This is an optimization exercise on Yosys and OpenROAD, whose aim is small area, not a production implementation. At most, simulation tests tie the RTL to the original design; equivalence was not proved. The RTL of runs 3 and 4 was laid out without a check of its function. Power figures rest on the tool's default switching activity, not on a simulated workload.

==> flow/design.v <==
module axis_lane_packer_ao #(
  parameter int W = 8,
  parameter int N = 4
) (
  input  logic [N*W-1:0] d,
  input  logic [N-1:0]   s,
  output logic [W-1:0]   q
);
  always_comb begin
    q = '0;
    for (int i = 0; i < N; i++) q = q | (d[i*W +: W] & {W{s[i]}});
  end
endmodule
module axis_lane_packer_aoi3 #(
  parameter int W = 8
) (
  input  logic [3*W-1:0] a,
  input  logic [2:0]     b,
  output logic [W-1:0]   q
);
  assign q = ~((a[0 +: W] & {W{b[0]}}) | (a[W +: W] & {W{b[1]}}) | (a[2*W +: W] & {W{b[2]}}));
endmodule
module axis_lane_packer_aoi2 #(
  parameter int W = 8
) (
  input  logic [2*W-1:0] a,
  input  logic [1:0]     b,
  output logic [W-1:0]   q
);
  assign q = ~((a[0 +: W] & {W{b[0]}}) | (a[W +: W] & {W{b[1]}}));
endmodule
module axis_lane_packer_ao8 #(
  parameter int W = 8
) (
  input  logic [8*W-1:0] d,
  input  logic [7:0]     s,
  output logic [W-1:0]   q
);
  logic [W-1:0] n0, n1, n2;
  axis_lane_packer_aoi3 #(.W(W)) u0 (.a(d[0 +: 3*W]),   .b(s[2:0]), .q(n0));
  axis_lane_packer_aoi3 #(.W(W)) u1 (.a(d[3*W +: 3*W]), .b(s[5:3]), .q(n1));
  axis_lane_packer_aoi2 #(.W(W)) u2 (.a(d[6*W +: 2*W]), .b(s[7:6]), .q(n2));
  assign q = ~(n0 & n1 & n2);
endmodule
module axis_lane_packer #(
  parameter int LANE_W      = 8,
  parameter int LANES       = 4,
  parameter int DEPTH_LANES = 32,
  parameter int SEG_W       = 12
) (
  input  logic                    clk,
  input  logic                    arst,
  input  logic [LANES*LANE_W-1:0] s_data,
  input  logic [LANES-1:0]        s_keep,
  input  logic                    s_valid,
  input  logic                    s_last,
  output logic                    s_ready,
  output logic [LANES*LANE_W-1:0] m_data,
  output logic [LANES-1:0]        m_keep,
  output logic                    m_valid,
  output logic                    m_last,
  output logic                    m_seg,
  input  logic                    m_ready,
  input  logic [SEG_W-1:0]        seg_len,
  output logic                    keep_err
);
  localparam int NB = 4;                  
  localparam int NR = DEPTH_LANES / NB;   
  localparam int RW = $clog2(NR);
  localparam int PW = $clog2(DEPTH_LANES);
  localparam int BW = LANE_W + 1;         
  function automatic logic [PW:0] add6(input logic [PW:0] a, input logic [PW:0] b, input logic cin);
    logic c;
    c = cin;
    for (int i = 0; i <= PW; i++) begin
      add6[i] = a[i] ^ b[i] ^ c;
      c       = (a[i] & b[i]) | (c & (a[i] ^ b[i]));
    end
  endfunction
  function automatic logic [SEG_W-1:0] add12(input logic [SEG_W-1:0] a, input logic [SEG_W-1:0] b, input logic cin);
    logic c;
    c = cin;
    for (int i = 0; i < SEG_W; i++) begin
      add12[i] = a[i] ^ b[i] ^ c;
      c        = (a[i] & b[i]) | (c & (a[i] ^ b[i]));
    end
  endfunction
  logic [LANE_W-1:0] r_buf [NB][NR];
  logic              r_end [NB][NR];       
  logic [PW:0]       r_wr, r_rd;           
  logic [SEG_W-1:0]  r_seg_len, r_seg_rem;
  logic              r_pkt_first;
  logic [LANES*LANE_W-1:0] r_m_data;
  logic [NB-1:1]     r_m_keep;             
  logic              r_m_valid, r_m_last, r_m_seg, r_keep_err;
  logic [PW:0] w_fill;
  assign w_fill  = add6(r_wr, ~r_rd, 1'b1);
  assign s_ready = !(w_fill[5] || (&w_fill[4:2] && |w_fill[1:0]));
  logic [NB-1:0] w_run;                   
  logic [2:0]    w_wcnt;
  logic          w_acc, w_keep_bad;
  assign w_run      = {&s_keep, &s_keep[2:0], &s_keep[1:0], s_keep[0]};
  assign w_keep_bad = |(s_keep & ~w_run);
  assign w_wcnt     = {w_run[3], w_run[1] & !w_run[3], (w_run[0] & !w_run[1]) | (w_run[2] & !w_run[3])};
  assign w_acc      = s_valid & s_ready;
  logic [1:0]    w_wrot;
  logic [RW-1:0] w_wrow;
  assign w_wrot = r_wr[1:0];
  assign w_wrow = r_wr[PW-1:2];
  logic [1:0]    w_pbank;
  logic          w_mark_prev;
  logic [NR-1:0] w_woh;
  assign w_pbank     = w_wrot + w_wcnt[1:0] - 2'd1;
  assign w_mark_prev = w_acc && s_last && w_wcnt == 3'd0;
  always_comb
    for (int r = 0; r < NR; r++) w_woh[r] = w_wrow == RW'(r);
  logic [LANE_W-1:0] w_wdata [NB];
  for (genvar b = 0; b < NB; b++) begin : g_wr
    logic [NB-1:0] lsel;
    always_comb
      for (int i = 0; i < NB; i++) lsel[i] = 2'(b) - w_wrot == 2'(i);
    axis_lane_packer_ao #(.W(LANE_W), .N(NB)) u_wmux (.d(s_data), .s(lsel), .q(w_wdata[b]));
  end
  always_ff @(posedge clk) begin
    for (int b = 0; b < NB; b++) begin
      logic [1:0]        li;
      logic              we, xe, mv;
      logic [NR-1:0]     wsel, psel;
      li   = 2'(b) - w_wrot;
      we   = w_acc && w_run[li];
      xe   = w_mark_prev && w_pbank == 2'(b);
      mv   = s_last && w_pbank == 2'(b);
      wsel = (2'(b) < w_wrot) ? {w_woh[NR-2:0], w_woh[NR-1]} : w_woh;
      psel = (b == NB-1) ? {w_woh[0], w_woh[NR-1:1]} : w_woh;
      for (int r = 0; r < NR; r++) begin
        if (we && wsel[r]) r_buf[b][r] <= w_wdata[b];
        if ((we && wsel[r]) || (xe && psel[r])) r_end[b][r] <= mv;
      end
    end
  end
  logic [1:0]    w_rrot;
  logic [RW-1:0] w_rrow;
  logic [NR-1:0] w_roh;
  logic [BW-1:0] w_bank [NB];             
  logic [NB-1:0] w_lane_end;
  assign w_rrot = r_rd[1:0];
  assign w_rrow = r_rd[PW-1:2];
  always_comb
    for (int r = 0; r < NR; r++) w_roh[r] = w_rrow == RW'(r);
  for (genvar b = 0; b < NB; b++) begin : g_rd
    logic [NR-1:0]    rsel;
    logic [NR*BW-1:0] rows;
    assign rsel = (2'(b) < w_rrot) ? {w_roh[NR-2:0], w_roh[NR-1]} : w_roh;
    for (genvar r = 0; r < NR; r++) begin : g_row
      assign rows[r*BW +: BW] = {r_buf[b][r], r_end[b][r]};
    end
    axis_lane_packer_ao8 #(.W(BW)) u_rmux (.d(rows), .s(rsel), .q(w_bank[b]));
  end
  logic [NB-1:0] w_lsel [NB];
  always_comb
    for (int k = 0; k < NB; k++)
      for (int b = 0; b < NB; b++) w_lsel[k][b] = 2'(k) + w_rrot == 2'(b);
  always_comb
    for (int k = 0; k < NB; k++) w_lane_end[k] = |(w_lsel[k] & {w_bank[3][0], w_bank[2][0], w_bank[1][0], w_bank[0][0]});
  logic [SEG_W-1:0] w_rem;
  logic             w_seg_on;
  assign w_rem    = r_pkt_first ? seg_len
                  : r_seg_rem | (r_seg_len & {SEG_W{r_seg_rem == '0}});
  assign w_seg_on = r_pkt_first ? |seg_len : |r_seg_len;
  logic [NB-1:0] w_nt, w_ft, w_kt;        
  logic [NB-1:0] w_endv;
  logic          w_found, w_can_load, w_load, w_seg_end;
  logic [2:0]    w_len;
  assign w_nt[0] = 1'b1;                  
  assign w_nt[1] = !w_seg_on || |w_rem[SEG_W-1:1];
  assign w_nt[2] = !w_seg_on || |w_rem[SEG_W-1:2] || &w_rem[1:0];
  assign w_nt[3] = !w_seg_on || |w_rem[SEG_W-1:2];
  assign w_ft[0] = |w_fill;
  assign w_ft[1] = |w_fill[PW:1];
  assign w_ft[2] = |w_fill[PW:2] || &w_fill[1:0];
  assign w_ft[3] = |w_fill[PW:2];
  assign w_endv  = w_lane_end & w_ft & w_nt;
  assign w_found = |w_endv;
  assign w_kt[0] = 1'b1;
  assign w_kt[1] = w_nt[1] && !w_endv[0];
  assign w_kt[2] = w_nt[2] && !(|w_endv[1:0]);
  assign w_kt[3] = w_nt[3] && !(|w_endv[2:0]);
  assign w_len   = {w_kt[3], w_kt[1] & !w_kt[3], !w_kt[1] | (w_kt[2] & !w_kt[3])};
  assign w_can_load = w_found || ((w_nt & ~w_ft) == '0);
  assign w_load     = w_can_load && (!r_m_valid || m_ready);
  assign w_seg_end  = w_seg_on && !(|w_rem[SEG_W-1:3]) && w_rem[2:0] == w_len;
  logic [LANES*LANE_W-1:0] w_beat;
  for (genvar k = 0; k < NB; k++) begin : g_lane
    logic [NB*LANE_W-1:0] banks;
    for (genvar b = 0; b < NB; b++) begin : g_b
      assign banks[b*LANE_W +: LANE_W] = w_bank[b][BW-1:1];
    end
    axis_lane_packer_ao #(.W(LANE_W), .N(NB)) u_omux (
      .d(banks), .s(w_lsel[k] & {NB{w_kt[k]}}), .q(w_beat[k*LANE_W +: LANE_W]));
  end
  logic [SEG_W-1:0] w_len12;
  assign w_len12 = SEG_W'(w_load ? w_len : 3'd0);
  always_ff @(posedge clk) begin
    if (!r_m_valid || m_ready) begin
      r_m_data <= w_beat;
      r_m_keep <= w_kt[NB-1:1];
      r_m_last <= w_found || w_seg_end;
      r_m_seg  <= w_seg_end && !w_found;
    end
    if (r_pkt_first) r_seg_len <= seg_len;
    r_seg_rem <= add12(w_rem, ~w_len12, 1'b1);
  end
  always_ff @(posedge clk) begin
    if (arst) begin
      r_wr        <= '0;
      r_rd        <= '0;
      r_pkt_first <= 1'b1;
      r_m_valid   <= 1'b0;
      r_keep_err  <= 1'b0;
    end else begin
      if (w_acc) begin
        r_wr <= add6(r_wr, (PW+1)'(w_wcnt), 1'b0);
        if (w_keep_bad) r_keep_err <= 1'b1;
      end
      if (!r_m_valid || m_ready) r_m_valid <= w_can_load;
      if (w_load) begin
        r_rd        <= add6(r_rd, (PW+1)'(w_len), 1'b0);
        r_pkt_first <= w_found;
      end
    end
  end
  assign m_data   = r_m_data;
  assign m_keep   = {r_m_keep, 1'b1};
  assign m_valid  = r_m_valid;
  assign m_last   = r_m_last;
  assign m_seg    = r_m_seg;
  assign keep_err = r_keep_err;
endmodule
==> flow/flow/run.sh <==
#!/bin/bash
set -euo pipefail
here=$(pwd)
CTS="-sink_clustering_enable -repair_clock_nets -sink_clustering_size 8 -sink_clustering_max_diameter 100 -dont_use_dummy_load -buf_list sky130_fd_sc_hd__clkbuf_4"
bash standard.sh "BUFFER_PORTS_ARGS=-buffer_cell sky130_fd_sc_hd__buf_1" "CTS_ARGS=$CTS" \
  "PRE_RESIZE_TCL=$here/flow/pre_resize.tcl" finish > run_make.log 2>&1
==> flow/flow/pre_resize.tcl <==
# Before repair_design: synthesis maps for speed and leaves many gates at a
# higher drive strength than the design's 12 ns clock needs. Swap each cell
# for the smallest-area cell of the same family (same function and pins,
# another drive strength); repair_design then fixes any slew or load limit
# this breaks, and the later timing repairs still run.
set n 0
set saved 0.0
foreach inst [get_cells *] {
  set cell [get_property $inst ref_name]
  if {![regexp {^(sky130_fd_sc_hd__[a-z0-9]+)_([0-9]+)$} $cell -> base drive]} { continue }
  if {[string match *clkbuf* $base] || [string match *dly* $base]} { continue }
  set cur [get_lib_cells -quiet $cell]
  if {$cur eq ""} { continue }
  set best $cell
  set best_area [get_property $cur area]
  foreach lc [get_lib_cells -quiet ${base}_*] {
    set name [get_property $lc name]
    if {![regexp "^${base}_\[0-9\]+\$" $name]} { continue }
    if {[get_property $lc dont_use]} { continue }
    set a [get_property $lc area]
    if {$a < $best_area} { set best $name; set best_area $a }
  }
  if {$best ne $cell} {
    set saved [expr {$saved + [get_property $cur area] - $best_area}]
    replace_cell $inst $best
    incr n
  }
}
puts "pre_resize: downsized $n instances, [format %.1f $saved] um2"
==> flow/standard.sh <==
#!/bin/bash
# synth_recipe.tcl (not shown) runs the flow's synth.tcl, then flattens the netlist and writes it again
# the make line also repeats each setting of config.mk as NAME=value (left out here)
make -C /OpenROAD-flow-scripts/flow DESIGN_CONFIG=/design/flow/config.mk WORK_HOME=/design/flow/orfs CLKGATE_MAP_FILE= SYNTH_SCRIPT=/design/flow/synth_recipe.tcl "${@:-finish}"
==> flow/config.mk <==
export PLATFORM = sky130hd
export DESIGN_NAME = axis_lane_packer
export DESIGN_NICKNAME = axis_lane_packer
export VERILOG_FILES = /design/flow/design.v
export SDC_FILE = /design/flow/constraint.sdc
export NUM_CORES = 4
export LEC_CHECK = 0
export CAP_MARGIN = 20
export CORE_MARGIN = 2
export CORE_UTILIZATION = 35
export PLACE_DENSITY = 0.55
export SLEW_MARGIN = 20
export SYNTH_HIERARCHICAL = 1
==> flow/constraint.sdc <==
create_clock -name core_clock -period 12.0 [get_ports {clk}]
set_input_delay 2.4000 -clock core_clock [delete_from_list [all_inputs] [get_ports {clk}]]
set_output_delay 2.4000 -clock core_clock [all_outputs]
set_load 0.01 [all_outputs]
==> results of run 1 <==
[per-layer routing]
layer / up-vias / part of all wire [%] / GRT usage, %
met2: 579 / 44 / 27.7
met4: 0 / 2.0 / 4.74
met3: 74 / 9.0 / 4.00
met1: 5561 / 45 / 26.7
met5: - / 0 / 0
li1: 4998 / - / -
[per-stage QoR]
stage	std cells	setup slack (ns)	hold slack [ns]	instance area, um^2	util, %
floorplan	1227	5.72	0.481	16500	-
global placement	1861	5.13	0.517	17200	36.9
detailed placement	1863	4.40	0.524	16900	36.3
CTS	1914	4.32	0.546	17300	37.2
global route	1917	3.76	0.574	17300	37.2
finish	1917	4.24	0.536	17300	37.2
[power by group]
group | switching, W | total, W | internal (W) | leakage [nW]
Clock | 0.000406 | 0.000600 | 0.000194 | 0.235
Sequential | 0.0000611 | 0.00177 | 0.00170 | 3.35
Combinational | 0.00116 | 0.00161 | 0.000452 | 2.18
[cell usage after synthesis (4+ instances only)]
master    count  area [um^2]
edfxtp_1    337        10100
nand2_1     131          492
a22oi_1     130          976
nor2_1       83          312
a222oi_1     72          721
inv_1        46          173
nand3_1      46          230
a22oi_2      36          450
o21ai_0      35          175
buf_2        32          160
dfxtp_1      27          541
buf_6        25          282
ha_1         22          275
clkbuf_1     18         67.6
nand2b_1     17          106
nor2b_1      15         93.8
a21oi_1      13         65.1
o22ai_1      13         81.3
fa_1         10          200
nor3_1        9         45.0
a221oi_1      8         70.1
clkbuf_2      8         40.0
and2_1        7         43.8
mux2i_1       7         70.1
nand4_1       5         31.3
xor2_1        5         43.8
a221o_1       4         40.0
a31oi_1       4         25.0
nor4_1        4         25.0
o21bai_1      4         30.0
or3_1         4         25.0
or4_1         4         30.0
[kinds of logic after synthesis]
kind of cell,after synthesis,synth area share [%]
XOR/XNOR,7,0.463
multiplexers,14,1.11
buffers and inverters,135,4.55
adder cells (fa/ha/maj),32,2.88
flip-flops,364,64.6
AO/OA/AOI/OAI,338,17.0
AND/OR/NAND/NOR,336,9.33
other,1,0.0227
[final cells by class]
class	count	area share, %
repair buffers	116	2.67
diodes	3	0.0433
well taps	607	4.38
inverters	48	1.04
clock buffers	51	2.21
flip-flops and latches	364	61.5
multi-input cells	728	28.1
[worst paths after layout]
kind | cells after the start | endpoint | slack [ns] | start
worst max register to register | 28 | r_seg_rem[11]$_DFF_P_ | 4.24 | r_rd[1]$_SDFFE_PP0P_
worst max-delay path | 28 | r_seg_rem[11]$_DFF_P_ | 4.24 | r_rd[1]$_SDFFE_PP0P_
worst min-delay path | 2 | r_wr[5]$_SDFFE_PP0P_ | 0.54 | r_wr[5]$_SDFFE_PP0P_
worst min register to register | 2 | r_wr[5]$_SDFFE_PP0P_ | 0.54 | r_wr[5]$_SDFFE_PP0P_
[state kept, by name, indices dropped and copies added (netlist names), 3 cells and up]
| signal | flops |
|---|---|
| r_end | 32 |
| r_m_data | 32 |
| r_m_keep | 3 |
| r_buf | 256 |
| r_seg_rem | 12 |
| r_wr | 6 |
| r_seg_len | 12 |
| r_rd | 6 |
[placed cells by master (no fill, tap or decap), types with 3 or more instances in the layout]
cell type,netlist,final
nor2b_1,15,15
nand2_1,131,131
buf_2,32,6
mux2i_1,7,7
a221oi_1,8,8
nand2b_1,17,17
edfxtp_1,337,337
xor2_1,5,5
inv_1,46,47
nand3_1,46,46
nor2_1,83,83
o21bai_1,4,5
o21ai_0,35,24
a22oi_1,130,166
and3_1,3,3
or4_1,4,6
nand4_1,5,6
a221o_1,4,4
nor4_1,4,4
clkbuf_4,0,51
dfxtp_1,27,27
o22ai_1,13,13
a222oi_1,72,72
o21ai_1,1,12
fa_1,10,10
and2_1,7,7
a31oi_1,4,4
mux4_2,3,3
buf_1,3,108
mux2_2,3,3
or3_1,4,4
diode_2,0,3
a21oi_1,13,16
nor3_1,9,7
ha_1,22,21
[worst max-delay path: cells and delay by family (launching register included)]
family,cells,cell delay (ns)
flops,1,0.31
buf+inv,4,1.22
xor+xnor,1,0.15
fa+ha+maj,11,2.13
simple gates,7,1.54
compound gates,4,1.72
mux,1,0.55
==> out/qor.csv, run 1 <==
metric;value;unit
Synth Warn #;16;
fin crit share;64.6;%
total power divided by cell area;230;mW/mm^2
die height;221;um
drt wl/cell;23.9;um
crit path DAT;8.44;ns
Final #Nets;1394;
Root Buffer;clkbuf_4;
cts hold-fix bufs;0;
Fin. Hold Viols;0;
syn_nets;1312;
CTS tree;built;
largest vdd supply drop;0.0000888;V
Die ar.;0.0489;mm^2
Worst Tran Pin Value;1.23;ns
CP endpoint kind;register;
Setup-failing EPs final;0;
CTS buffer count;51;
Multi-input gate area;0.00487;mm^2
Post-synth top flop;edfxtp_1;
Max Clock Skew;0.0834;ns
Avg Vias per Cell;5.85;
H-Tree Depth;2;
core area;0.0466;mm^2
postcts setup bufs;0;
Overall Global Routing Usage;18.3;%
crit path max fanout;32;
FILL cells;4501;
via count;11212;
Synth Cell Area;0.0165;mm^2
WL final;45900;um
Starting DRT DRC Count;1485;
largest net degree at the start of global routing;40;
Max Freq;129;MHz
antenna viol nets, final;0;
Critical Path Max Stage Delay;0.81;ns
Layout area overhead;4.99;%
worst skew pair latency;0.81;ns
first-pass GRT wire length;67400;um
Unique masters post-synth;63;
I/O pins;94;
Resize count post-CTS;0;
Yosys reg bits;364;
row cnt;79;
crit path time final;7.76;ns
GP Congestion;0.845;
Mean Syn Cell Area;13.4;um^2
relative slew slack;17.5;%
TritonRoute pass-1 iters;7;
vias in the first global route;10638;
post-synthesis sequential area ratio;64.6;%
leakage;5.76;nW
total grt overflow;0;
residual DRC count;0;
Port Buffers;92;
layout cells sized above 1;5.59;%
hold crit path type;register to register;
# Max-Cap Violations;0;
CP dominant cell by count;ha_1;
FF/Latch Area;0.0107;mm^2
initial antenna violation count;3;
DIE WIDTH;221;um
Gate Count Post-Synth;1227;
Final Slew Violations;0;
ys async rst share;0;%
required time of the critical path;12.69;ns
Slowest cell on crit path;buf_1;
RSZ-0062 raised after global routing;no;
DP Wirelength;32600;um
Fin Setup TNS;0;ns
Initial Util;35.4;%
Clock Path Buffers;3;
Final Power;0.00398;W
Post-synth EDFFs;337;
Worst Setup Path Type;register to register;
CP Launch Type;register;
Clock transition at path regs;0.11;ns
clk sink count;364;
outcome;timing/DRC/antenna clean;
==> run 2, diff against run 1 <==
==> flow/flow/run.sh (replaced) <==
#!/bin/bash
set -euo pipefail
here=$(pwd)
CTS="-sink_clustering_enable -repair_clock_nets -sink_clustering_size 9 -sink_clustering_max_diameter 60 -dont_use_dummy_load -buf_list sky130_fd_sc_hd__clkbuf_4"
bash standard.sh "BUFFER_PORTS_ARGS=-buffer_cell sky130_fd_sc_hd__buf_1" "CTS_ARGS=$CTS" \
  "PRE_RESIZE_TCL=$here/flow/pre_resize.tcl" finish > run_make.log 2>&1
==> run 2 against run 1 <==
Against the previous run:
- power fell by 0.67%
- first-iteration DRC count fell by 2.4%
- final cell count is 0.31% lower
- critical path type unchanged
- largest cell class unchanged
- non-clock buffer count is the same
- synthesized cell count stayed put
- register-to-register slack got worse by 0.08 ns
- sequential share of layout area rose by 0.12 points
- clock-buffer cell count down 4
- sequential cell count did not move
==> out/qor.csv, run 2 <==
metric;value;unit;change
most common cell in the netlist;edfxtp_1;;
GP Congestion;0.845;;unchanged
Post-synth EDFFs;337;;unchanged
Port Buffers;92;;unchanged
Avg Vias per Cell;5.87;;+0.41%
vias in the first global route;10610;;-0.26%
crit path DAT;8.48;ns;+0.04 ns
Layout area overhead;4.78;%;
postcts setup bufs;0;;unchanged
Clock Path Buffers;3;;unchanged
Largest Register;r_buf;;
Hold Startpoint;r_wr[5]$_SDFFE_PP0P_;;
drt wl/cell;23.9;um;-0.23%
simple-gate share of the synthesized area;9.33;%;unchanged
Worst Tran Pin Value;1.24;ns;+0.0136 ns
post-synthesis xor/xnor area fraction;0.463;%;unchanged
placed inst area;0.0169;mm^2;unchanged
hold-critical path depth;2;;unchanged
post-route cell area;0.0173;mm^2;-0.20%
ys async rst share;0;%;unchanged
WL final;45600;um;-0.54%
Yosys top cell by area;edfxtp_1;;
Starting DRT DRC Count;1450;;-2.4%
core area;0.0466;mm^2;unchanged
required time of the critical path;12.64;ns;-0.05 ns
Overall Global Routing Usage;18.3;%;-0.064 points
Fin. Hold Viols;0;;unchanged
leakage;5.74;nW;-0.32%
Worst Hold End;r_wr[5]$_SDFFE_PP0P_;;
largest vdd supply drop;0.0000887;V;-0.14%
hold crit path type;register to register;;
Slowest cell on crit path;buf_1;;
worst reg2reg path startpoint;r_rd[1]$_SDFFE_PP0P_;;
Critical Path Max Stage Delay;0.85;ns;+0.04 ns
sequential share of power;44.7;%;+0.3 points
post-synthesis compound-gate area fraction;17.0;%;unchanged
Resize count post-CTS;0;;unchanged
Internal Pwr Total;0.00234;W;-0.63%
Die ar.;0.0489;mm^2;unchanged
Top Usage Layer GRT;met2;;
combinational power share;40.7;%;+0.2 points
worst skew pair latency;0.80;ns;about the same
max reg flops;256;;unchanged
largest family of logic cells by synthesized area;compound AO/OA/AOI/OAI gates;;
CP endpoint kind;register;;
DIE WIDTH;221;um;unchanged
syn_nets;1312;;unchanged
Yosys reg bits;364;;unchanged
H-Tree Depth;2;;unchanged
post-synthesis sequential area ratio;64.6;%;unchanged
Initial Util;35.4;%;unchanged
most common cell after layout, fill and taps aside;edfxtp_1;;
Clock transition at path regs;0.10;ns;about the same
total grt overflow;0;;unchanged
# Max-Cap Violations;0;;unchanged
mux contribution to synthesized area;1.11;%;unchanged
outcome;timing/DRC/antenna clean;;
clk sink count;364;;unchanged
NetSw;0.00162;W;-0.73%
Worst Setup Path Type;register to register;;
Max Clock Skew;0.0886;ns;+0.00517 ns
Synth Area in Adders;2.88;%;unchanged
Synth Warn #;16;;unchanged
Reg2Reg Setup Slack;4.16;ns;-0.08 ns
Crit Reg-Reg Endpoint;r_seg_rem[11]$_DFF_P_;;
crit path time final;7.84;ns;+0.0817 ns
commonest cells in the netlist;edfxtp_1 (337), nand2_1 (131), a22oi_1 (130), nor2_1 (83), a222oi_1 (72);;
Top Registers;r_buf x256, r_end x32, r_m_data x32;;
row cnt;79;;unchanged
Setup-failing EPs final;0;;unchanged
layout cells sized above 1;5.30;%;-0.29 points
cts hold-fix bufs;0;;unchanged
Area contributors post-synth;edfxtp_1 (61%), a22oi_1 (5.9%), a222oi_1 (4.4%);;
fin cells;1911;;-0.31%
Unique masters post-synth;63;;unchanged
largest net degree at the start of global routing;40;;unchanged
I/O pins;94;;unchanged
fin crit share;65.3;%;+0.68 points
CTS buffer count;47;;-7.8%
CP dominant cell by count;ha_1;;
relative slew slack;16.6;%;-0.91 points
placed cells;1863;;unchanged
R2R depth;28;;unchanged
Fin Setup TNS;0;ns;unchanged
antenna viol nets, final;0;;unchanged
Mean Syn Cell Area;13.4;um^2;unchanged
critical path launch point;r_rd[1]$_SDFFE_PP0P_;;
Final Slew Violations;0;;unchanged
global-route met2 utilization;27.7;%;unchanged
CP Launch Type;register;;
RSZ-0062 raised after global routing;no;;
initial antenna violation count;1;;-2
met1 Use GR;26.8;%;+0.18 points
total power divided by cell area;229;mW/mm^2;-0.47%
DP Wirelength;32600;um;unchanged
Post-synth top flop;edfxtp_1;;
leading cell types in the layout, fill and taps excluded;edfxtp_1 (337), a22oi_1 (166), nand2_1 (131), buf_1 (108), nor2_1 (83);;
Final #Nets;1390;;-0.29%
residual DRC count;0;;unchanged
Synth Cell Area;0.0165;mm^2;unchanged
Gate Count Post-Synth;1227;;unchanged
first-pass GRT wire length;67400;um;about the same
post-synth top area share;61.3;%;unchanged
sw frac;40.9;%;about the same
met3 usage;3.36;%;-0.64 points
clock network power share;14.6;%;-0.5 points
die height;221;um;unchanged
via count;11223;;+0.098%
TritonRoute pass-1 iters;7;;unchanged
Root Buffer;clkbuf_4;;
CTS tree;built;;
Max Freq;128;MHz;-1.0%
crit path max fanout;32;;unchanged
## run 2: critical path: cells and delay by family (launching register included)
family,cells,cell delay (ns)
adders and majority gates,11,2.12
AOI/OAI and AO/OA,4,1.78
and+or+nand+nor,7,1.53
buffers and inverters,4,1.26
muxes,1,0.54
DFF,1,0.30
xor gates and xnor gates,1,0.15
## run 2: power groups by stage
stage               Clock (W)  Combinational [W]  Sequential [W]
detailed placement          0            0.00158         0.00180
floorplan                   0            0.00106         0.00181
finish               0.000576            0.00161         0.00177
CTS                  0.000598            0.00159         0.00177
global placement            0            0.00158         0.00180
global route         0.000639            0.00177         0.00178
## run 2: per-layer routing
metal  vias to the layer above  wire length, um
met5                         -                0
met4                         0              894
met3                        72             4240
met2                       585            20200
met1                      5577            20300
li1                       4989                -
## run 2: cell families (layout without fill, tap and decap cells)
kind of cell,after synthesis,count (layout)
buffers and inverters,135,211
flip-flops,364,364
other,1,2
AO/OA/AOI/OAI,338,338
AND/OR/NAND/NOR,336,336
multiplexers,14,14
adder cells (fa/ha/maj),32,32
XOR/XNOR,7,7
## run 2: worst max-delay path by stage
stage                                        to  slack (ns)  depth (start not counted)
after global placement    r_seg_rem[11]$_DFF_P_        5.13                         28
after floorplan           r_seg_rem[11]$_DFF_P_        5.72                         31
after CTS                 r_seg_rem[11]$_DFF_P_        4.34                         28
after detailed placement  r_seg_rem[11]$_DFF_P_        4.40                         28
final                     r_seg_rem[11]$_DFF_P_        4.16                         28
after global routing      r_seg_rem[11]$_DFF_P_        3.77                         28
## run 2: stage by stage
stage / power (W) / utilization (%) / setup WS [ns] / hold slack [ns]
global placement: 0.00338 / 36.9 / 5.13 / 0.517
global route: 0.00419 / 37.1 / 3.77 / 0.576
floorplan: 0.00286 / - / 5.72 / 0.481
detailed placement: 0.00338 / 36.3 / 4.40 / 0.524
finish: 0.00395 / 37.1 / 4.16 / 0.546
CTS: 0.00395 / 37.1 / 4.34 / 0.549
## run 2: cell type report
cell class              count  area [um^2]
flip-flops and latches    364        10700
fillers                  4508        29300
inverters                  48          180
multi-input cells         728         4870
well taps                 607          759
diodes                      1         2.50
clock buffers              47          353
repair buffers            116          463
==> run 3, diff against run 2 <==
--- a/flow/design.v
+++ b/flow/design.v
@@ -92,5 +92,5 @@
   logic              r_pkt_first;
   logic [LANES*LANE_W-1:0] r_m_data;
-  logic [NB-1:1]     r_m_keep;             
+  logic [1:0]        r_m_n;                
   logic              r_m_valid, r_m_last, r_m_seg, r_keep_err;
   logic [PW:0] w_fill;
@@ -204,5 +204,5 @@
     if (!r_m_valid || m_ready) begin
       r_m_data <= w_beat;
-      r_m_keep <= w_kt[NB-1:1];
+      r_m_n    <= {w_kt[2], (w_kt[1] & !w_kt[2]) | w_kt[3]};
       r_m_last <= w_found || w_seg_end;
       r_m_seg  <= w_seg_end && !w_found;
@@ -231,5 +231,5 @@
   end
   assign m_data   = r_m_data;
-  assign m_keep   = {r_m_keep, 1'b1};
+  assign m_keep   = {&r_m_n, r_m_n[1], |r_m_n, 1'b1};
   assign m_valid  = r_m_valid;
   assign m_last   = r_m_last;
==> run 3 against run 2 <==
Against the previous run:
- still clean on timing, DRC and antenna
- fmax grew 3.6%
- via count shrank 2.6%
- first-iteration DRC count shrank 10%
- area after synthesis is essentially flat
- sequential share of layout area shrank 0.28 points
- register-to-register slack gained 0.27 ns
- global-route usage shrank 0.30 points
- clock power is essentially flat
- synthesized cell count shrank 0.24%
- critical path depth shrank 1
- cell area grew 0.17%
- highest routed layer unchanged
==> out/qor.csv, run 3 <==
metric;value;unit;change
largest net degree at the start of global routing;39;;-2.5%
leading cell types in the layout, fill and taps excluded;edfxtp_1 (336), a22oi_1 (166), nand2_1 (131), buf_1 (111), nor2_1 (76);;
cts hold-fix bufs;0;;unchanged
CP endpoint kind;register;;
Root Buffer;clkbuf_4;;
Post-synth top flop;edfxtp_1;;
most common cell in the netlist;edfxtp_1;;
row cnt;79;;unchanged
placed inst area;0.0169;mm^2;about the same
largest vdd supply drop;0.000107;V;+21%
Port Buffers;92;;unchanged
crit path DAT;8.20;ns;-0.28 ns
Unique masters post-synth;65;;+3.2%
layout cells sized above 1;5.59;%;+0.29 points
Reg2Reg Setup Slack;4.44;ns;+0.27 ns
ys async rst share;0;%;unchanged
Resize count post-CTS;0;;unchanged
post-synthesis sequential area ratio;64.5;%;-0.15 points
Largest Register;r_buf;;
FILL cells;4470;;-0.84%
Crit Reg-Reg Endpoint;r_seg_rem[11]$_DFF_P_;;
Final #Nets;1394;;+0.29%
Area contributors post-synth;edfxtp_1 (61%), a22oi_1 (5.9%), a222oi_1 (4.4%);;
Final Power;0.00398;W;+0.69%
hold crit path type;register to register;;
RSZ-0062 raised after global routing;no;;
Gate Count Post-Synth;1224;;-0.24%
most common cell after layout, fill and taps aside;edfxtp_1;;
antenna viol nets, final;0;;unchanged
GP Congestion;0.828;;-2.0%
Yosys top cell by area;edfxtp_1;;
Initial Util;35.4;%;about the same
Synth Warn #;16;;unchanged
Post-synth EDFFs;336;;-0.30%
Slowest cell on crit path;buf_1;;
worst skew pair latency;0.78;ns;-0.02 ns
CP Launch Type;register;;
placed cells;1865;;+0.11%
DIE WIDTH;221;um;about the same
required time of the critical path;12.63;ns;about the same
Starting DRT DRC Count;1305;;-10%
DP Wirelength;31600;um;-3.1%
post-synth top area share;61.2;%;-0.15 points
CTS buffer count;49;;+4.3%
CP dominant cell by count;ha_1;;
Clock transition at path regs;0.10;ns;about the same
crit path time final;7.56;ns;-0.274 ns
Layout area overhead;5.02;%;
Fin Setup TNS;0;ns;unchanged
crit path max fanout;27;;-16%
fin crit share;63.0;%;-2.3 points
Worst Setup Path Type;register to register;;
drt wl/cell;23.4;um;-2.2%
initial antenna violation count;1;;unchanged
clk sink count;363;;-0.27%
TritonRoute pass-1 iters;8;;+1
Max Clock Skew;0.0895;ns;+0.000884 ns
Overall Global Routing Usage;18.0;%;-0.30 points
CTS tree;built;;
relative slew slack;23.5;%;+7.0 points
post-route cell area;0.0173;mm^2;+0.17%
delay-heaviest family, CP;compound AO/OA/AOI/OAI gates;;
H-Tree Depth;2;;unchanged
total grt overflow;0;;unchanged
Fin. Hold Viols;0;;unchanged
Die ar.;0.0489;mm^2;about the same
Yosys reg bits;363;;-0.27%
Mean Syn Cell Area;13.5;um^2;+0.19%
Final Slew Violations;0;;unchanged
R2R depth;27;;-3.6%
WL final;44800;um;-1.9%
Hold Startpoint;r_keep_err$_SDFFE_PP0P_;;
core area;0.0466;mm^2;unchanged
critical path buffer and inverter count;4;;unchanged
Worst Hold End;r_keep_err$_SDFFE_PP0P_;;
worst reg2reg path startpoint;r_rd[1]$_SDFFE_PP0P_;;
max reg flops;256;;unchanged
I/O pins;94;;unchanged
# Max-Cap Violations;0;;unchanged
Avg Vias per Cell;5.71;;-2.9%
Clock Path Buffers;3;;unchanged
fin cells;1916;;+0.26%
Synth Cell Area;0.0165;mm^2;about the same
Max Freq;132;MHz;+3.6%
Setup-failing EPs final;0;;unchanged
Worst Tran Pin Value;1.14;ns;-0.104 ns
vias in the first global route;10521;;-0.84%
outcome;timing/DRC/antenna clean;;
postcts setup bufs;0;;unchanged
Critical Path Max Stage Delay;0.77;ns;-0.08 ns
hold-critical path depth;2;;unchanged
total power divided by cell area;230;mW/mm^2;+0.51%
via count;10931;;-2.6%
Top Registers;r_buf x256, r_end x32, r_m_data x32;;
die height;221;um;about the same
leakage;5.88;nW;+2.3%
commonest cells in the netlist;edfxtp_1 (336), nand2_1 (131), a22oi_1 (130), nor2_1 (76), a222oi_1 (72);;
syn_nets;1309;;-0.23%
first-pass GRT wire length;66600;um;-1.2%
residual DRC count;0;;unchanged
-- run 3: cell types whose count changed in the layout (fill, tap and decap cells not counted), moves of 4 or more --
cell	change
nor2_1	-7
o22ai_1	-6
o21bai_1	-5
nor2b_1	-4
a21o_1	+10
-- run 3: where the power goes --
part           internal, W  total (W)  switching [W]
combinational     0.000451    0.00161        0.00116
sequential         0.00171    0.00179      0.0000717
clock             0.000187   0.000578       0.000392
-- run 3: area by class of cell --
cell class | instances | area, um^2 | area share, %
sequential | 363 | 10600 | 61.4
multi-input combinational | 723 | 4830 | 27.9
tap | 607 | 759 | 4.39
timing repair buffer | 123 | 534 | 3.09
clock buffer | 49 | 368 | 2.12
inverter | 49 | 184 | 1.06
antenna | 2 | 5.00 | 0.0289
-- run 3: logic make-up (layout without fill, tap and decap cells) --
logic type,Yosys count,in the layout,synth area share (%)
AOI/OAI and AO/OA,337,337,17.2
and+or+nand+nor,330,330,9.24
adders and majority gates,32,32,2.88
xor gates and xnor gates,7,7,0.463
buffers and inverters,138,221,4.70
other,1,3,0.0227
DFF,363,363,64.5
muxes,16,16,1.05
-- run 3: how the worst max path moves through the flow --
stage | from | end | depth (start not counted)
6_report | r_rd[1]$_SDFFE_PP0P_ | r_seg_rem[11]$_DFF_P_ | 27
3_3_place_gp | seg_len[11] | r_seg_rem[11]$_DFF_P_ | 21
3_5_place_dp | r_rd[1]$_SDFFE_PP0P_ | r_seg_rem[11]$_DFF_P_ | 27
2_1_floorplan | seg_len[11] | r_seg_rem[11]$_DFF_P_ | 21
4_1_cts | r_rd[1]$_SDFFE_PP0P_ | r_seg_rem[11]$_DFF_P_ | 27
5_1_grt | r_rd[1]$_SDFFE_PP0P_ | r_seg_rem[11]$_DFF_P_ | 27
-- run 3: through the flow --
| step | utilization (%) | hold WS, ns | setup slack, ns |
|---|---|---|---|
| after floorplan | - | 0.481 | 5.34 |
| after global placement | 36.9 | 0.490 | 4.92 |
| after detailed placement | 36.4 | 0.487 | 4.50 |
| after CTS | 37.2 | 0.510 | 4.45 |
| after global routing | 37.2 | 0.556 | 3.88 |
| final | 37.2 | 0.501 | 4.44 |
-- run 3: worst min-delay path, delay by kind of cell, from the launching register on --
family	cells	cell delay, ns
flip-flops	1	0.34
AND/OR/NAND/NOR	1	0.08
AO/OA/AOI/OAI	1	0.05
-- run 3: per-layer routing --
layer	part of all wire [%]	global-route usage (%)	vias up	wire (um)
met5	0	0	-	0
met2	46	28.2	490	20400
met4	2.9	6.13	0	1280
met3	7.6	3.53	76	3410
li1	-	-	4980	-
met1	44	24.9	5385	19700
==> run 4, diff against run 3 <==
--- a/flow/design.v
+++ b/flow/design.v
@@ -211,16 +211,14 @@
     r_seg_rem <= add12(w_rem, ~w_len12, 1'b1);
   end
+  always_ff @(posedge clk)
+    if (w_acc && !arst) r_wr <= add6(r_wr, (PW+1)'(w_wcnt), 1'b0);
   always_ff @(posedge clk) begin
     if (arst) begin
-      r_wr        <= '0;
-      r_rd        <= '0;
+      r_rd        <= r_wr;
       r_pkt_first <= 1'b1;
       r_m_valid   <= 1'b0;
       r_keep_err  <= 1'b0;
     end else begin
-      if (w_acc) begin
-        r_wr <= add6(r_wr, (PW+1)'(w_wcnt), 1'b0);
-        if (w_keep_bad) r_keep_err <= 1'b1;
-      end
+      if (w_acc && w_keep_bad) r_keep_err <= 1'b1;
       if (!r_m_valid || m_ready) r_m_valid <= w_can_load;
       if (w_load) begin
==> flow/flow/run.sh (replaced) <==
#!/bin/bash
set -euo pipefail
here=$(pwd)
CTS="-sink_clustering_enable -repair_clock_nets -sink_clustering_size 8 -sink_clustering_max_diameter 60 -dont_use_dummy_load -buf_list sky130_fd_sc_hd__clkbuf_4"
bash standard.sh "BUFFER_PORTS_ARGS=-buffer_cell sky130_fd_sc_hd__buf_1" "CTS_ARGS=$CTS" \
  "PRE_RESIZE_TCL=$here/flow/pre_resize.tcl" finish > run_make.log 2>&1
==> run 4 against run 3 <==
Against the previous run:
- critical path depth down 2
- sequential cell count did not move
- clock power up 3%
==> out/qor.csv, run 4 <==
metric;value;unit;change
R2R depth;25;;-7.4%
I/O pins;94;;unchanged
crit path DAT;7.80;ns;-0.40 ns
post-synth top area share;63.4;%;+2.2 points
Resize count post-CTS;0;;unchanged
Unique masters post-synth;61;;-6.2%
Final Slew Violations;0;;unchanged
required time of the critical path;12.63;ns;about the same
drt wl/cell;24.3;um;+4.0%
Avg Vias per Cell;5.78;;+1.3%
CP Launch Type;register;;
row cnt;79;;unchanged
cts hold-fix bufs;0;;unchanged
post-synthesis sequential area ratio;65.2;%;+0.76 points
Initial Util;35.4;%;about the same
Root Buffer;clkbuf_4;;
Post-synth EDFFs;348;;+3.6%
commonest cells in the netlist;edfxtp_1 (348), a22oi_1 (128), nand2_1 (107), nor2_1 (88), a222oi_1 (72);;
Port Buffers;92;;unchanged
Max Freq;140;MHz;+5.5%
Synth Cell Area;0.0165;mm^2;about the same
postcts setup bufs;0;;unchanged
most common cell after layout, fill and taps aside;edfxtp_1;;
fin util;37.2;%;about the same
relative slew slack;28.3;%;+4.8 points
largest net degree at the start of global routing;40;;+2.6%
RSZ-0062 raised after global routing;no;;
Hold Startpoint;r_keep_err$_SDFFE_PP0P_;;
most common cell in the netlist;edfxtp_1;;
outcome;timing/DRC/antenna clean;;
FF/Latch Area;0.0108;mm^2;+1.1%
Synth Warn #;16;;unchanged
Fin Setup TNS;0;ns;unchanged
Area contributors post-synth;edfxtp_1 (63%), a22oi_1 (5.8%), a222oi_1 (4.4%);;
Yosys reg bits;363;;unchanged
Max Clock Skew;0.110;ns;+0.0201 ns
vias in the first global route;10482;;-0.37%
GP Congestion;0.828;;about the same
CTS tree;built;;
CP endpoint kind;register;;
Final WS setup;4.83;ns;+0.396 ns
Starting DRT DRC Count;1478;;+13%
Gate Count Post-Synth;1187;;-3.0%
WL final;45700;um;+2.1%
core area;0.0466;mm^2;unchanged
Final Power;0.00472;W;+19%
first-pass GRT wire length;67600;um;+1.5%
TritonRoute pass-1 iters;10;;+2
Worst Setup Path Type;register to register;;
total power divided by cell area;272;mW/mm^2;+18%
pre-CTS WS;4.64;ns;+0.138 ns
layout cells sized above 1;6.76;%;+1.2 points
hold-critical path depth;2;;unchanged
ys async rst share;0;%;unchanged
H-Tree Depth;2;;unchanged
leakage;5.73;nW;-2.6%
Post-synth top flop;edfxtp_1;;
initial antenna violation count;4;;+3
Clock Path Buffers;3;;unchanged
CTS buffer count;52;;+6.1%
total grt overflow;0;;unchanged
Yosys top cell by area;edfxtp_1;;
Final #Nets;1359;;-2.5%
Fin. Hold Viols;0;;unchanged
Multi-input gate area;0.00477;mm^2;-1.4%
Top Registers;r_buf x256, r_end x32, r_m_data x32;;
DP Wirelength;32200;um;+1.7%
Mean Syn Cell Area;13.9;um^2;+3.1%
clk sink count;363;;unchanged
Die ar.;0.0488;mm^2;about the same
critical path launch point;r_rd[0]$_DFFE_PP_;;
WHS;0.478;ns;-0.0235 ns
Setup-failing EPs final;0;;unchanged
# Max-Cap Violations;0;;unchanged
hold crit path type;register to register;;
largest vdd supply drop;0.000106;V;-0.77%
fin crit share;59.7;%;-3.3 points
via count;10866;;-0.59%
worst skew pair latency;0.81;ns;+0.03 ns
leading cell types in the layout, fill and taps excluded;edfxtp_1 (348), a22oi_1 (164), nand2_1 (107), buf_1 (107), nor2_1 (88);;
FILL cells;4397;;-1.6%
DIE WIDTH;221;um;about the same
worst reg2reg path startpoint;r_rd[0]$_DFFE_PP_;;
Worst Tran Pin Value;1.07;ns;-0.0702 ns
Clock transition at path regs;0.09;ns;about the same
residual DRC count;0;;unchanged
syn_nets;1272;;-2.8%
Layout area overhead;5.11;%;about the same
antenna viol nets, final;0;;unchanged
max reg flops;256;;unchanged
crit path max fanout;17;;-37%
crit path time final;7.17;ns;-0.396 ns
Overall Global Routing Usage;18.3;%;+0.39 points
Largest Register;r_buf;;
die height;221;um;about the same
-- run 4: cell types whose count changed after synthesis, sizes merged, moves of 6 or more --
cell,previous run,this run
o21bai,0,6
edfxtp,336,348
nor2,76,88
nor3,11,17
a21o,12,0
nand2b,16,8
dfxtp,27,15
xnor2,1,7
mux2i,9,3
nand2,131,107
o21ai,37,23
-- run 4: final timing paths --
path / end / slack [ns]
max: r_seg_rem[11]$_DFF_P_ / 4.83
max reg2reg: r_seg_rem[11]$_DFF_P_ / 4.83
min reg2reg: r_keep_err$_SDFFE_PP0P_ / 0.48
min: r_keep_err$_SDFFE_PP0P_ / 0.48
-- run 4: metal layers --
metal / global-route usage (%) / share of wire (%)
met3: 4.08 / 8.0
met1: 24.8 / 42
met4: 5.67 / 2.4
met2: 29.5 / 47
met5: 0 / 0
-- run 4: where the power goes --
group	switching, W	leakage (nW)	total [W]	internal (W)
Clock	0.000395	0.239	0.000593	0.000198
Sequential	0.0000981	3.37	0.00182	0.00172
Combinational	0.00163	2.12	0.00230	0.000676
-- run 4: cell type report --
type                            count  share of cell area, %
Timing Repair Buffer              117                   2.78
Clock buffer                       52                   2.25
Sequential cell                   363                   62.1
Inverter                           45                  0.975
Tap cell                          607                   4.38
Antenna cell                        2                 0.0289
Multi-Input combinational cell    695                   27.5
-- run 4: kinds of logic after synthesis --
group                      after synthesis  share of synthesized area, %
and+or+nand+nor                        312                          8.77
buffers and inverters                  129                          4.43
other                                    1                        0.0228
xor gates and xnor gates                12                         0.729
AOI/OAI and AO/OA                      320                          16.5
muxes                                   18                          1.48
DFF                                    363                          65.2
adders and majority gates               32                          2.88
-- run 4: per-stage QoR --
step	instances	area [um^2]
2_1_floorplan	1187	16500
3_3_place_gp	1823	17200
3_5_place_dp	1827	16900
4_1_cts	1879	17300
5_1_grt	1881	17300
6_report	1881	17300
-- run 4: critical path, cell delays in order (launching register included) --
cell and delay, ns:
edfxtp_1 0.60, nor2_1 0.16, buf_1 0.68, o21ai_1 0.48
a222oi_1 0.50, nand3_1 0.28, mux4_2 0.53, o31ai_1 0.17
nand2_1 0.27, a221o_1 0.41, nor3_1 0.43, nor3_1 0.11
ha_1 0.22, fa_1 0.35, inv_1 0.07, fa_1 0.15
inv_1 0.04, ha_1 0.17, ha_1 0.18, ha_1 0.18
ha_1 0.20, ha_1 0.19, ha_1 0.18, ha_1 0.18
ha_1 0.18, xnor2_1 0.12
==> run 5, diff against run 4 <==
--- a/flow/design.v
+++ b/flow/design.v
@@ -42,4 +42,25 @@
   axis_lane_packer_aoi2 #(.W(W)) u2 (.a(d[6*W +: 2*W]), .b(s[7:6]), .q(n2));
   assign q = ~(n0 & n1 & n2);
+endmodule
+module axis_lane_packer_ao4 #(
+  parameter int W = 8
+) (
+  input  logic [4*W-1:0] d,
+  input  logic [3:0]     s,
+  output logic [W-1:0]   q
+);
+  logic [W-1:0] n0, n1;
+  axis_lane_packer_aoi3  #(.W(W)) u0 (.a(d[0 +: 3*W]), .b(s[2:0]), .q(n0));
+  axis_lane_packer_nand2 #(.W(W)) u1 (.a(d[3*W +: W]), .b({W{s[3]}}), .q(n1));
+  axis_lane_packer_nand2 #(.W(W)) u2 (.a(n0), .b(n1), .q(q));
+endmodule
+module axis_lane_packer_nand2 #(
+  parameter int W = 8
+) (
+  input  logic [W-1:0] a,
+  input  logic [W-1:0] b,
+  output logic [W-1:0] q
+);
+  assign q = ~(a & b);
 endmodule
 module axis_lane_packer #(
@@ -120,5 +141,5 @@
     always_comb
       for (int i = 0; i < NB; i++) lsel[i] = 2'(b) - w_wrot == 2'(i);
-    axis_lane_packer_ao #(.W(LANE_W), .N(NB)) u_wmux (.d(s_data), .s(lsel), .q(w_wdata[b]));
+    axis_lane_packer_ao4 #(.W(LANE_W)) u_wmux (.d(s_data), .s(lsel), .q(w_wdata[b]));
   end
   always_ff @(posedge clk) begin
@@ -196,5 +217,5 @@
       assign banks[b*LANE_W +: LANE_W] = w_bank[b][BW-1:1];
     end
-    axis_lane_packer_ao #(.W(LANE_W), .N(NB)) u_omux (
+    axis_lane_packer_ao4 #(.W(LANE_W)) u_omux (
       .d(banks), .s(w_lsel[k] & {NB{w_kt[k]}}), .q(w_beat[k*LANE_W +: LANE_W]));
   end
==> run 5 against run 4 <==
Against the previous run:
- still clean
- clock skew shrank 0.0080 ns
- register-to-register slack got worse by 0.51 ns
- clock-buffer cell count grew 1
- sequential power is essentially flat
- sequential cell count stayed put
- cell area down 0.45%
- via count up 2.6%
- final cell count increased by 0.37%
- critical path depth decreased by 1
- critical path type unchanged
- critical endpoint unchanged
- largest cell class unchanged
- highest routed layer unchanged
==> out/qor.csv, run 5 <==
metric;value;unit;change
outcome;timing/DRC/antenna clean;;
number of stages on the worst setup path;24;;-4.0%
placed inst area;0.0168;mm^2;-0.52%
Yosys reg bits;363;;unchanged
initial antenna violation count;1;;-3
worst setup path end;r_seg_rem[11]$_DFF_P_;;
Crit Reg-Reg Endpoint;r_seg_rem[11]$_DFF_P_;;
CP dominant cell by count;ha_1;;
Top Registers;r_buf x256, r_end x32, r_m_data x32;;
CTS tree;built;;
syn_nets;1275;;+0.24%
Resize count post-CTS;0;;unchanged
ys async rst share;0;%;unchanged
core area;0.0465;mm^2;-0.21%
most common cell after layout, fill and taps aside;edfxtp_1;;
commonest cells in the netlist;edfxtp_1 (348), nand2_1 (171), a222oi_1 (136), nor2_1 (89), inv_1 (49);;
critical path launch point;r_rd[0]$_DFFE_PP_;;
post-synth top area share;63.6;%;+0.21 points
Largest Register;r_buf;;
# Max-Cap Violations;0;;unchanged
leakage;5.82;nW;+1.6%
Layout area overhead;4.98;%;
clk sink count;363;;unchanged
fin crit share;64.0;%;+4.2 points
crit path time final;7.68;ns;+0.508 ns
FF/Latch Area;0.0108;mm^2;unchanged
Synth Cell Area;0.0164;mm^2;-0.33%
Max Clock Skew;0.102;ns;-0.00801 ns
leading cell types in the layout, fill and taps excluded;edfxtp_1 (348), nand2_1 (172), a222oi_1 (136), buf_1 (102), nor2_1 (91);;
worst reg2reg path startpoint;r_rd[0]$_DFFE_PP_;;
CP cell instances;nor2_1 -> o21ai_0 -> a222oi_1 -> nand3_1 -> mux4_2 -> o21a_1 -> o21ai_0 -> o211ai_1 -> o21ai_0 -> nor2b_1 -> ha_1 -> fa_1 -> inv_1 -> fa_1 -> inv_1 -> ha_1 -> ha_1 -> ha_1 -> ha_1 -> ha_1 -> ha_1 -> ha_1 -> ha_1 -> xor2_1;;
Overall Global Routing Usage;18.5;%;+0.15 points
Unique masters post-synth;71;;+16%
Clock Path Buffers;3;;unchanged
drt wl/cell;23.9;um;-1.9%
Setup-failing EPs final;0;;unchanged
CP Launch Type;register;;
max reg flops;256;;unchanged
post-route cell area;0.0172;mm^2;-0.45%
DIE WIDTH;221;um;-0.16%
met3 usage;4.54;%;+0.46 points
post-synthesis sequential area ratio;65.4;%;+0.21 points
crit path DAT;8.30;ns;+0.50 ns
most common cell in the netlist;edfxtp_1;;
Initial Util;35.4;%;-0.040 points
Final #Nets;1367;;+0.59%
Slowest cell on crit path;nor2_1;;
Mean Syn Cell Area;13.8;um^2;-0.58%
Final Power;0.00472;W;about the same
total power divided by cell area;274;mW/mm^2;+0.51%
Fin. Hold Viols;0;;unchanged
Final Slew Violations;0;;unchanged
Critical Path Max Stage Delay;0.86;ns;+0.18 ns
placed cells;1834;;+0.38%
total grt overflow;0;;unchanged
layout cells sized above 1;6.25;%;-0.51 points
Reg2Reg Setup Slack;4.32;ns;-0.51 ns
Fin Setup TNS;0;ns;unchanged
fin cells;1888;;+0.37%
Clock transition at path regs;0.09;ns;about the same
Post-synth top flop;edfxtp_1;;
delay-heaviest family, CP;compound AO/OA/AOI/OAI gates;;
Top Usage Layer GRT;met2;;
first-pass GRT wire length;65900;um;-2.6%
Starting DRT DRC Count;1622;;+9.7%
Avg Vias per Cell;5.91;;+2.2%
die height;221;um;-0.16%
I/O pins;94;;unchanged
Area contributors post-synth;edfxtp_1 (64%), a222oi_1 (8.3%), nand2_1 (3.9%);;
largest net degree at the start of global routing;40;;unchanged
largest vdd supply drop;0.000124;V;+17%
critical path buffer and inverter count;2;;-1
antenna viol nets, final;0;;unchanged
GP Congestion;0.876;;+5.7%
Max Freq;130;MHz;-6.6%
worst skew pair latency;0.80;ns;about the same
RSZ-0062 raised after global routing;no;;
crit path max fanout;17;;unchanged
R2R depth;24;;-4.0%
met1 Use GR;26.6;%;+1.7 points
Yosys top cell by area;edfxtp_1;;
hold crit path type;register to register;;
Synth Warn #;15;;-1
vias in the first global route;10490;;+0.076%
DP Wirelength;32000;um;-0.36%
required time of the critical path;12.63;ns;about the same
H-Tree Depth;2;;unchanged
relative slew slack;13.9;%;-14 points
CTS buffer count;53;;+1.9%
CP endpoint kind;register;;
residual DRC count;0;;unchanged
Root Buffer;clkbuf_4;;
FILL cells;4444;;+1.1%
WL final;45000;um;-1.5%
cts hold-fix bufs;0;;unchanged
Multi-input gate area;0.00472;mm^2;-1.0%
Post-synth EDFFs;348;;unchanged
Worst Setup Path Type;register to register;;
Port Buffers;92;;unchanged
row cnt;79;;unchanged
postcts setup bufs;0;;unchanged
Die ar.;0.0487;mm^2;-0.32%
Gate Count Post-Synth;1190;;+0.25%
TritonRoute pass-1 iters;11;;+1
Worst Tran Pin Value;1.28;ns;+0.210 ns
global-route met2 utilization;27.6;%;-1.9 points
via count;11151;;+2.6%
==> run 5: metrics by stage <==
| stage | utilization (%) | setup WS (ns) | hold WS, ns |
|---|---|---|---|
| after global routing | 37.1 | 3.90 | 0.639 |
| after floorplan | - | 5.46 | 0.502 |
| after detailed placement | 36.2 | 4.51 | 0.569 |
| after CTS | 37.1 | 4.48 | 0.587 |
| after global placement | 36.9 | 5.00 | 0.559 |
| final | 37.1 | 4.32 | 0.587 |
==> run 5: worst reg2reg max path, cell delays in order, from the launching register on <==
cell and delay, ns:
edfxtp_1 0.65, nor2_1 0.86, o21ai_0 0.70, a222oi_1 0.44, nand3_1 0.32, mux4_2 0.59, o21a_1 0.18, o21ai_0 0.50
o211ai_1 0.50, o21ai_0 0.33, nor2b_1 0.09, ha_1 0.20, fa_1 0.35, inv_1 0.07, fa_1 0.15, inv_1 0.04
ha_1 0.17, ha_1 0.18, ha_1 0.17, ha_1 0.18, ha_1 0.18, ha_1 0.18, ha_1 0.18, ha_1 0.18
xor2_1 0.15
==> run 5: report_power, final <==
group          switching, W  internal (W)  leakage [nW]
clock              0.000395      0.000201         0.244
combinational       0.00162      0.000662          2.20
sequential         0.000113       0.00172          3.37
==> run 5: metal layers <==
metal | vias up | part of all wire [%]
li1 | 4938 | -
met1 | 5486 | 43
met2 | 661 | 44
met3 | 66 | 11
met4 | 0 | 2.3
met5 | - | 0
==> run 5: cells by family (layout without fill, tap and decap cells) <==
| logic type | count (synthesis) | count (layout) | share of synthesized area (%) |
|---|---|---|---|
| compound gates | 266 | 266 | 15.1 |
| fa+ha+maj | 32 | 32 | 2.89 |
| flops | 363 | 363 | 65.4 |
| xor+xnor | 11 | 11 | 0.685 |
| buf+inv | 122 | 212 | 4.20 |
| mux | 20 | 20 | 1.55 |
| other cells | 1 | 2 | 0.0228 |
| simple gates | 375 | 375 | 10.1 |
==> run 5: worst min path at each step <==
stage	from	to	slack, ns	cells past startpoint
after floorplan	r_keep_err$_SDFFE_PP0P_	r_keep_err$_SDFFE_PP0P_	0.50	2
after detailed placement	r_keep_err$_SDFFE_PP0P_	r_keep_err$_SDFFE_PP0P_	0.57	2
final	r_keep_err$_SDFFE_PP0P_	r_keep_err$_SDFFE_PP0P_	0.59	2
after CTS	r_keep_err$_SDFFE_PP0P_	r_keep_err$_SDFFE_PP0P_	0.59	2
after global placement	r_keep_err$_SDFFE_PP0P_	r_keep_err$_SDFFE_PP0P_	0.56	2
after global routing	r_keep_err$_SDFFE_PP0P_	r_keep_err$_SDFFE_PP0P_	0.64	2
==> run 5: layout make-up <==
| type | count | share of cell area (%) |
|---|---|---|
| diodes | 1 | 0.0145 |
| well taps | 607 | 4.40 |
| inverters | 52 | 1.13 |
| clock buffers | 53 | 2.31 |
| flip-flops and latches | 363 | 62.3 |
| repair buffers | 107 | 2.45 |
| multi-input cells | 705 | 27.4 |
==> run 6, diff against run 5 <==
==> flow/flow/run.sh (replaced) <==
#!/bin/bash
set -euo pipefail
here=$(pwd)
CTS="-sink_clustering_enable -repair_clock_nets -sink_clustering_size 9 -sink_clustering_max_diameter 60 -dont_use_dummy_load -buf_list sky130_fd_sc_hd__clkbuf_4"
bash standard.sh "BUFFER_PORTS_ARGS=-buffer_cell sky130_fd_sc_hd__buf_1" "CTS_ARGS=$CTS" \
  "PRE_RESIZE_TCL=$here/flow/pre_resize.tcl" finish > run_make.log 2>&1
==> run 6 against run 5 <==
Against the previous run:
- clock skew fell by 0.022 ns
- clock-buffer cell count is 6 lower
- global-route usage is essentially flat
- power is 0.65% lower
- worst hold slack worse by 0.0018 ns
- sequential share of layout area grew 0.13 points
- core utilization shrank 0.075 points
- critical path depth unchanged
- clock power shrank 4.4%
- area after synthesis unchanged
- critical path type unchanged
- critical endpoint unchanged
==> out/qor.csv, run 6 <==
metric;value;unit;change
largest net degree at the start of global routing;40;;unchanged
Gate Count Post-Synth;1190;;unchanged
die height;221;um;unchanged
Clock Path Buffers;3;;unchanged
Layout area overhead;4.77;%;
fin util;37.0;%;-0.075 points
post-route cell area;0.0172;mm^2;-0.20%
Post-synth top flop;edfxtp_1;;
TritonRoute pass-1 iters;11;;unchanged
Yosys reg bits;363;;unchanged
Slowest cell on crit path;nor2_1;;
# Max-Cap Violations;0;;unchanged
via count;11128;;-0.21%
Avg Vias per Cell;5.90;;-0.10%
FF/Latch Area;0.0108;mm^2;unchanged
postcts setup bufs;0;;unchanged
Clock transition at path regs;0.10;ns;about the same
Root Buffer;clkbuf_4;;
post-synth top area share;63.6;%;unchanged
relative slew slack;19.8;%;+5.8 points
syn_nets;1275;;unchanged
crit path DAT;8.32;ns;+0.02 ns
CP cell instances;nor2_1 -> o21ai_0 -> a222oi_1 -> nand3_1 -> mux4_2 -> o21a_1 -> o21ai_0 -> o211ai_1 -> o21ai_0 -> nor2b_1 -> ha_1 -> fa_1 -> inv_1 -> fa_1 -> inv_1 -> ha_1 -> ha_1 -> ha_1 -> ha_1 -> ha_1 -> ha_1 -> ha_1 -> ha_1 -> xor2_1;;
leading cell types in the layout, fill and taps excluded;edfxtp_1 (348), nand2_1 (172), a222oi_1 (136), buf_1 (102), nor2_1 (91);;
largest vdd supply drop;0.000126;V;+1.6%
WHS;0.585;ns;-0.00180 ns
post-synthesis sequential area ratio;65.4;%;unchanged
Critical Path Max Stage Delay;0.88;ns;+0.02 ns
Synth Warn #;15;;unchanged
combinational power share;48.7;%;+0.2 points
vias in the first global route;10452;;-0.36%
Port Buffers;92;;unchanged
ys async rst share;0;%;unchanged
worst skew pair latency;0.80;ns;about the same
Top Registers;r_buf x256, r_end x32, r_m_data x32;;
CTS buffer count;47;;-11%
row cnt;79;;unchanged
Worst Setup Path Type;register to register;;
crit path time final;7.69;ns;+0.0134 ns
critical path buffer and inverter count;2;;unchanged
Final Slew Violations;0;;unchanged
residual DRC count;0;;unchanged
RSZ-0062 raised after global routing;no;;
layout cells sized above 1;5.81;%;-0.44 points
Area contributors post-synth;edfxtp_1 (64%), a222oi_1 (8.3%), nand2_1 (3.9%);;
max reg flops;256;;unchanged
CP endpoint kind;register;;
Die ar.;0.0487;mm^2;unchanged
pre-CTS WS;4.51;ns;unchanged
most common cell in the netlist;edfxtp_1;;
WL final;45000;um;about the same
Overall Global Routing Usage;18.5;%;-0.022 points
hold-critical path depth;2;;unchanged
Starting DRT DRC Count;1537;;-5.2%
sequential share of power;39.2;%;+0.3 points
FILL cells;4444;;unchanged
first-pass GRT wire length;65800;um;-0.21%
CP Launch Type;register;;
Initial Util;35.4;%;unchanged
hold crit path type;register to register;;
Max Clock Skew;0.0801;ns;-0.0215 ns
Post-synth EDFFs;348;;unchanged
fin crit share;64.1;%;+0.11 points
Final WS setup;4.31;ns;-0.0134 ns
Resize count post-CTS;0;;unchanged
leakage;5.79;nW;-0.47%
most common cell after layout, fill and taps aside;edfxtp_1;;
Worst Tran Pin Value;1.19;ns;-0.0867 ns
Max Freq;130;MHz;-0.17%
placed inst area;0.0168;mm^2;unchanged
cts hold-fix bufs;0;;unchanged
outcome;timing/DRC/antenna clean;;
total grt overflow;0;;unchanged
core area;0.0465;mm^2;unchanged
initial antenna violation count;2;;+1
Largest Register;r_buf;;
Multi-input gate area;0.00472;mm^2;unchanged
Mean Syn Cell Area;13.8;um^2;unchanged
Fin. Hold Viols;0;;unchanged
Internal Pwr Total;0.00256;W;-0.87%
Yosys top cell by area;edfxtp_1;;
number of stages on the worst setup path;24;;unchanged
CTS tree;built;;
clk sink count;363;;unchanged
CP dominant cell by count;ha_1;;
sw frac;45.3;%;+0.12 points
crit path max fanout;17;;unchanged
GP Congestion;0.876;;unchanged
clock network power share;12.2;%;-0.4 points
Fin Setup TNS;0;ns;unchanged
Unique masters post-synth;71;;unchanged
total power divided by cell area;272;mW/mm^2;-0.45%
commonest cells in the netlist;edfxtp_1 (348), nand2_1 (171), a222oi_1 (136), nor2_1 (89), inv_1 (49);;
DIE WIDTH;221;um;unchanged
I/O pins;94;;unchanged
NetSw;0.00212;W;-0.39%
Final #Nets;1361;;-0.44%
R2R depth;24;;unchanged
Setup-failing EPs final;0;;unchanged
delay-heaviest family, CP;compound AO/OA/AOI/OAI gates;;
drt wl/cell;23.9;um;about the same
Synth Cell Area;0.0164;mm^2;unchanged
required time of the critical path;12.64;ns;about the same
DP Wirelength;32000;um;unchanged
antenna viol nets, final;0;;unchanged
H-Tree Depth;2;;unchanged
run 6: cell counts after synthesis:
No cell type changed its count.
run 6: tightest hold or removal path, stage by stage, from the launching register on:
cell,delay (ns)
dfxtp_1,0.37
a21oi_1,0.13
nor2_1,0.04
run 6: final timing paths:
kind / startpoint / slack (ns) / end
setup / recovery: r_rd[0]$_DFFE_PP_ / 4.31 / r_seg_rem[11]$_DFF_P_
hold / removal: r_keep_err$_SDFFE_PP0P_ / 0.58 / r_keep_err$_SDFFE_PP0P_
setup reg to reg: r_rd[0]$_DFFE_PP_ / 4.31 / r_seg_rem[11]$_DFF_P_
hold reg to reg: r_keep_err$_SDFFE_PP0P_ / 0.58 / r_keep_err$_SDFFE_PP0P_
run 6: routing by layer:
| layer | global-route usage [%] | wire, um | up-vias |
|---|---|---|---|
| met4 | 5.04 | 945 | 0 |
| met2 | 27.8 | 19700 | 641 |
| met3 | 4.00 | 4690 | 63 |
| met1 | 26.9 | 19700 | 5504 |
| li1 | - | - | 4920 |
| met5 | 0 | 0 | - |
run 6: per-stage QoR:
step	instances	total power, W
2_1_floorplan	1190	0.00344
3_3_place_gp	1833	0.00419
3_5_place_dp	1834	0.00411
4_1_cts	1881	0.00468
5_1_grt	1886	0.00500
6_report	1886	0.00469
run 6: kinds of logic after synthesis:
| family | count (synthesis) | synth area share [%] |
|---|---|---|
| adder cells (fa/ha/maj) | 32 | 2.89 |
| XOR/XNOR | 11 | 0.685 |
| flip-flops | 363 | 65.4 |
| AND/OR/NAND/NOR | 375 | 10.1 |
| other | 1 | 0.0228 |
| buffers and inverters | 122 | 4.20 |
| AO/OA/AOI/OAI | 266 | 15.1 |
| multiplexers | 20 | 1.55 |
run 6: final cells by class:
| class | count | share of cell area, % |
|---|---|---|
| sequential | 363 | 62.5 |
| multi-input combinational | 705 | 27.4 |
| tap | 607 | 4.41 |
| timing repair buffer | 107 | 2.46 |
| clock buffer | 47 | 2.05 |
| inverter | 52 | 1.13 |
| antenna | 5 | 0.0727 |
run 6: power by group through the flow:
stage	Clock (W)	Sequential (W)	Combinational, W
floorplan	0	0.00183	0.00162
global route	0.000644	0.00185	0.00250
finish	0.000570	0.00184	0.00228
detailed placement	0	0.00186	0.00224
CTS	0.000594	0.00184	0.00225
global placement	0	0.00186	0.00233

## separate check: timing with driven ports
The results above use ideal ports. As a check the final layouts listed here were re-extracted and re-timed, cells and wires unchanged.
Step 1 assumes that a clkbuf_16 drives the clock port and a buf_2 every other input.
Step 2, shift: input delay + t, output delay - t, t = (earliest + latest rising clock arrival at the registers) / 2. This alone moves slack from input paths to output paths.
a / b / c = no drivers / after step 1 / after step 2; a / b = the first two.
run	t (ns)	setup slack, ns	clock arrival spread, ns
run 1	0.818	4.244 / 4.244 / 4.244	0.084 / 0.083
run 2	0.800	4.163 / 4.163 / 4.163	0.089 / 0.089
run 3	0.776	4.437 / 4.437 / 4.437	0.109 / 0.109
run 4	0.812	4.833 / 4.833 / 4.656	0.121 / 0.121
run 5	0.798	4.324 / 4.324 / 4.324	0.103 / 0.103
run 6	0.816	4.311 / 4.311 / 4.311	0.080 / 0.081
After both steps setup and hold are still met in every run listed. For run 4, which loses most, drivers alone change the setup slack by 0.000 ns; drivers and shift together by -0.177 ns.
